Context: an optimization exercise on an open-source flow, tuned for small area and a short achievable clock period. The choices shown serve that exercise and are no tape-out recipe. Power and IR drop assume default switching activity.

## mecobo_core
module mecobo_core
(
  input  logic                        sys_clk,
  input  logic                        global_clock_reset,
  input  logic                        host_cs,
  input  logic                        host_wr,
  input  logic [7:0]                  host_addr,
  input  logic [15:0]                 host_wdata,
  output logic [15:0]                 host_rdata,
  output logic [8-1:0] pins
);
  logic [52:0] cmd_in;
  logic        cmd_push;
  logic        cmd_full;
  logic        cmd_empty;
  logic [7:0]  bus_hit;
  logic        bus_period;
  logic        bus_duty;
  logic        bus_mode;
  logic        bus_sample;
  logic [2:0]  bus_pin;
  logic [15:0] bus_value;
  logic [15:0] value_p1;
  logic        value_nz;
  logic [11:0] stamp;
  logic [15:0] sample;
  logic        sample_valid;
  logic        sample_pop;
  logic        sample_overflow;
  host_bus i_host_bus (
    .sys_clk            (sys_clk),
    .global_clock_reset (global_clock_reset),
    .host_cs            (host_cs),
  ...
For scale: about 5900 cells after synthesis, ~1700 flip-flops, roughly 52 I/O pins.
==> module cmd_fifo, before the edit <==
module cmd_fifo #(
  parameter int DEPTH = 16,
  parameter int WIDTH = 16
) (
  input  logic             sys_clk,
  input  logic             global_clock_reset,
  input  logic             push,
  input  logic [WIDTH-1:0] din,
  input  logic             pop,
  output logic [WIDTH-1:0] dout,
  output logic             valid,
  output logic             full
);
  localparam int AW = $clog2(DEPTH);
  logic [WIDTH-1:0] mem [DEPTH];
  logic [AW-1:0]    wr_ptr;
  logic [DEPTH-1:0] rd_oh;
  logic [AW:0]      count;
  logic             do_push;
  logic             do_pop;
  logic [AW:0]      count_inc;
  logic [AW:0]      count_dec;
  for (genvar i = 0; i <= AW; i++) begin : g_cnt
    if (i == 0) begin : g_lsb
      assign count_inc[i] = !count[i];
      assign count_dec[i] = !count[i];
    end else begin : g_bit
      assign count_inc[i] = count[i] ^ (&count[i-1:0]);
      assign count_dec[i] = count[i] ^ !(|count[i-1:0]);
    end
  end
  assign full    = count[AW];
  assign valid   = (count != '0);
  assign do_push = push && !full;
  assign do_pop  = pop && valid;
  always_comb begin
    dout = '0;
    for (int k = 0; k < DEPTH; k++) begin
      dout = dout | (mem[k] & {WIDTH{rd_oh[k]}});
    end
  end
  always_ff @(posedge sys_clk) begin
    if (do_push) mem[wr_ptr] <= din;
  end
  always_ff @(posedge sys_clk) begin
    if (global_clock_reset) begin
      wr_ptr <= '0;
      rd_oh  <= DEPTH'(1);
      count  <= '0;
    end else begin
      if (do_push) wr_ptr <= wr_ptr + 1'b1;
      if (do_pop)  rd_oh <= {rd_oh[DEPTH-2:0], rd_oh[DEPTH-1]};
      case ({do_push, do_pop})
        2'b10:   count <= count_inc;
        2'b01:   count <= count_dec;
        default: count <= count;
      endcase
    end
  end
endmodule
==> module scheduler, before the edit <==
module scheduler
(
  input  logic        sys_clk,
  input  logic        global_clock_reset,
  input  logic        cmd_push,
  input  logic [52:0] cmd_in,
  output logic        cmd_full,
  output logic        cmd_empty,
  output logic [7:0]  bus_hit,       
  output logic        bus_period,
  output logic        bus_duty,
  output logic        bus_mode,
  output logic        bus_sample,
  output logic [2:0]  bus_pin,
  output logic [15:0] bus_value,
  output logic [11:0] stamp          
);
  localparam int MD = 14;
  logic [52:0]   mem [MD];
  logic [52:0]   head0;
  logic [52:0]   head1;
  logic [52:0]   mem_rd;
  logic [MD-1:0] rd_oh;
  logic [3:0]    wr_ptr;
  logic [4:0]    count;
  logic [31:0]   time_p1;            
  logic          due;
  logic          n0, n1, n2, nge2, nge3;
  logic          push_ok;
  logic          is_rst;
  logic          h_pd;
  logic [1:0]    h_kind;
  logic          ge_din, z_din, ge_h1, z_h1, eq_h0;
  logic          due_n;
  logic [4:0]    count_inc;
  logic [4:0]    count_dec;
  for (genvar i = 0; i < 5; i++) begin : g_cnt
    if (i == 0) begin : g_lsb
      assign count_inc[i] = !count[i];
      assign count_dec[i] = !count[i];
    end else begin : g_bit
      assign count_inc[i] = count[i] ^ (&count[i-1:0]);
      assign count_dec[i] = count[i] ^ !(|count[i-1:0]);
    end
  end
  assign n0        = (count == 5'd0);
  assign n1        = (count == 5'd1);
  assign n2        = (count == 5'd2);
  assign nge2      = !n0 && !n1;
  assign nge3      = nge2 && !n2;
  assign cmd_full  = count[4];
  assign cmd_empty = n0;
  assign push_ok   = cmd_push && !count[4];
  assign h_pd   = head0[20];
  assign h_kind = head0[3:2];
  assign is_rst = !h_pd && (h_kind == 2'd3);
  always_comb begin
    mem_rd = '0;
    for (int k = 0; k < MD; k++) begin
      mem_rd = mem_rd | (mem[k] & {53{rd_oh[k]}});
    end
  end
  assign ge_din = (time_p1 >= cmd_in[52:21]);
  assign z_din  = (cmd_in[52:21] == 32'd0);
  assign ge_h1  = (time_p1 >= head1[52:21]);
  assign z_h1   = (head1[52:21] == 32'd0);
  assign eq_h0  = (time_p1 == head0[52:21]);
  always_comb begin
    if (due) begin
      if (n1)       due_n = push_ok && (is_rst ? z_din : ge_din);
      else          due_n = is_rst ? z_h1 : ge_h1;
    end else begin
      if (n0)       due_n = push_ok && ge_din;
      else          due_n = eq_h0;
    end
  end
  always_ff @(posedge sys_clk) begin
    if (push_ok && nge2) mem[wr_ptr] <= cmd_in;
  end
  always_ff @(posedge sys_clk) begin
    head0 <= due ? (n1 ? cmd_in : head1) : (n0 ? cmd_in : head0);
    head1 <= due ? (nge3 ? mem_rd : cmd_in) : (nge2 ? head1 : cmd_in);
  end
  always_ff @(posedge sys_clk) begin
    if (global_clock_reset) begin
      count   <= '0;
      rd_oh   <= MD'(1);
      wr_ptr  <= '0;
      due     <= 1'b0;
      time_p1 <= 32'd1;
    end else begin
      case ({push_ok, due})
        2'b10:   count <= count_inc;
        2'b01:   count <= count_dec;
        default: count <= count;
      endcase
      if (push_ok && nge2) wr_ptr <= (wr_ptr == 4'(MD - 1)) ? 4'd0 : wr_ptr + 4'd1;
      if (due && (nge3 || (n2 && push_ok))) rd_oh <= {rd_oh[MD-2:0], rd_oh[MD-1]};
      due     <= due_n;
      time_p1 <= (due && is_rst) ? 32'd1 : time_p1 + 32'd1;
    end
  end
  assign stamp = time_p1[11:0] - 12'd1;
  always_ff @(posedge sys_clk) begin
    if (global_clock_reset) begin
      bus_hit    <= '0;
      bus_sample <= 1'b0;
    end else begin
      for (int i = 0; i < 8; i++) begin
        bus_hit[i] <= due && (h_pd || h_kind == 2'd1) && (head0[18:16] == 3'(i));
      end
      bus_sample <= due && !h_pd && (h_kind == 2'd2);
    end
  end
  always_ff @(posedge sys_clk) begin
    bus_period <= h_pd && !head0[19];
    bus_duty   <= h_pd && head0[19];
    bus_mode   <= !h_pd;
    bus_pin    <= head0[18:16];
    bus_value  <= head0[15:0];
  end
endmodule
clock: 6.0 ns
lec_check: 0
cap_margin: 20
core_margin: 2
core_utilization: 40
place_density: 0.6
setup_slack_margin: 3.4
slew_margin: 20
run.sh (not shown) runs the stock make flow with config.mk's settings and CLKGATE_MAP_FILE= SYNTH_SCRIPT=/design/flow/synth_recipe.tcl, a recipe that flattens the netlist after the stock synthesis.
Change:
--- a/flow/design.v
+++ b/flow/design.v
@@ -50,21 +50,10 @@
   logic [AW-1:0]    wr_ptr;
   logic [DEPTH-1:0] rd_oh;
   logic [AW:0]      count;
   logic             do_push;
   logic             do_pop;
-  logic [AW:0]      count_inc;
-  logic [AW:0]      count_dec;
-  for (genvar i = 0; i <= AW; i++) begin : g_cnt
-    if (i == 0) begin : g_lsb
-      assign count_inc[i] = !count[i];
-      assign count_dec[i] = !count[i];
-    end else begin : g_bit
-      assign count_inc[i] = count[i] ^ (&count[i-1:0]);
-      assign count_dec[i] = count[i] ^ !(|count[i-1:0]);
-    end
-  end
   assign full    = count[AW];
   assign valid   = (count != '0);
   assign do_push = push && !full;
   assign do_pop  = pop && valid;
   always_comb begin
@@ -83,12 +72,12 @@
       count  <= '0;
     end else begin
       if (do_push) wr_ptr <= wr_ptr + 1'b1;
       if (do_pop)  rd_oh <= {rd_oh[DEPTH-2:0], rd_oh[DEPTH-1]};
       case ({do_push, do_pop})
-        2'b10:   count <= count_inc;
-        2'b01:   count <= count_dec;
+        2'b10:   count <= count + 1'b1;
+        2'b01:   count <= count - 1'b1;
         default: count <= count;
       endcase
     end
   end
 endmodule
@@ -198,21 +187,10 @@
   logic          is_rst;
   logic          h_pd;
   logic [1:0]    h_kind;
   logic          ge_din, z_din, ge_h1, z_h1, eq_h0;
   logic          due_n;
-  logic [4:0]    count_inc;
-  logic [4:0]    count_dec;
-  for (genvar i = 0; i < 5; i++) begin : g_cnt
-    if (i == 0) begin : g_lsb
-      assign count_inc[i] = !count[i];
-      assign count_dec[i] = !count[i];
-    end else begin : g_bit
-      assign count_inc[i] = count[i] ^ (&count[i-1:0]);
-      assign count_dec[i] = count[i] ^ !(|count[i-1:0]);
-    end
-  end
   assign n0        = (count == 5'd0);
   assign n1        = (count == 5'd1);
   assign n2        = (count == 5'd2);
   assign nge2      = !n0 && !n1;
   assign nge3      = nge2 && !n2;
@@ -256,12 +234,12 @@
       wr_ptr  <= '0;
       due     <= 1'b0;
       time_p1 <= 32'd1;
     end else begin
       case ({push_ok, due})
-        2'b10:   count <= count_inc;
-        2'b01:   count <= count_dec;
+        2'b10:   count <= count + 5'd1;
+        2'b01:   count <= count - 5'd1;
         default: count <= count;
       endcase
       if (push_ok && nge2) wr_ptr <= (wr_ptr == 4'(MD - 1)) ? 4'd0 : wr_ptr + 4'd1;
       if (due && (nge3 || (n2 && push_ok))) rd_oh <= {rd_oh[MD-2:0], rd_oh[MD-1]};
       due     <= due_n;
Wire length grows slightly.
Utilization rises by 0.58 points.
Design area climbs slightly.
Total power goes up by a few percent.
Register-to-register slack got worse by 410 ps.
Critical path depth goes up by 2.
First-iteration DRC count came out higher by a little under a tenth.
Maximum frequency decreases by about a fifth.
Synthesized area hardly moves.
Sequential power stays flat.
Flip-flop and latch count stays the same.
Sequential share of layout area drops by 0.69 points.
Hold slack improved by 7.2 ps.
Via count went up slightly.
No run of this note included a check of the RTL's function; only the layout flow was run.

-- what the ideal ports hide --
The results above use ideal ports. As a check the final layouts listed here were re-extracted and re-timed, cells and wires unchanged. Step 1, drivers: a clkbuf_16 drives sys_clk and a buf_2 each remaining input, both assumed. Step 2 moves the port delays by t, midway between the first and last clock arrival at a register: inputs arrive t later, outputs are due t later. That takes back most of the time a late clock gives input paths. a / b / c = ideal ports / drivers / drivers and shift; a / b = the first two.
| run | shift t [ns] | setup slack, ns | latest minus earliest clock arrival (ns) |
|---|---|---|---|
| the first run | 0.903 | 3.382 / 3.338 / 2.521 | 0.041 / 0.041 |
| the second run | 0.905 | 2.814 / 2.864 / 1.960 | 0.065 / 0.065 |
After both steps every run listed still meets setup and hold. The setup slack of the first run, which loses most, moves by -0.044 ns with the drivers and by -0.861 ns with both steps.
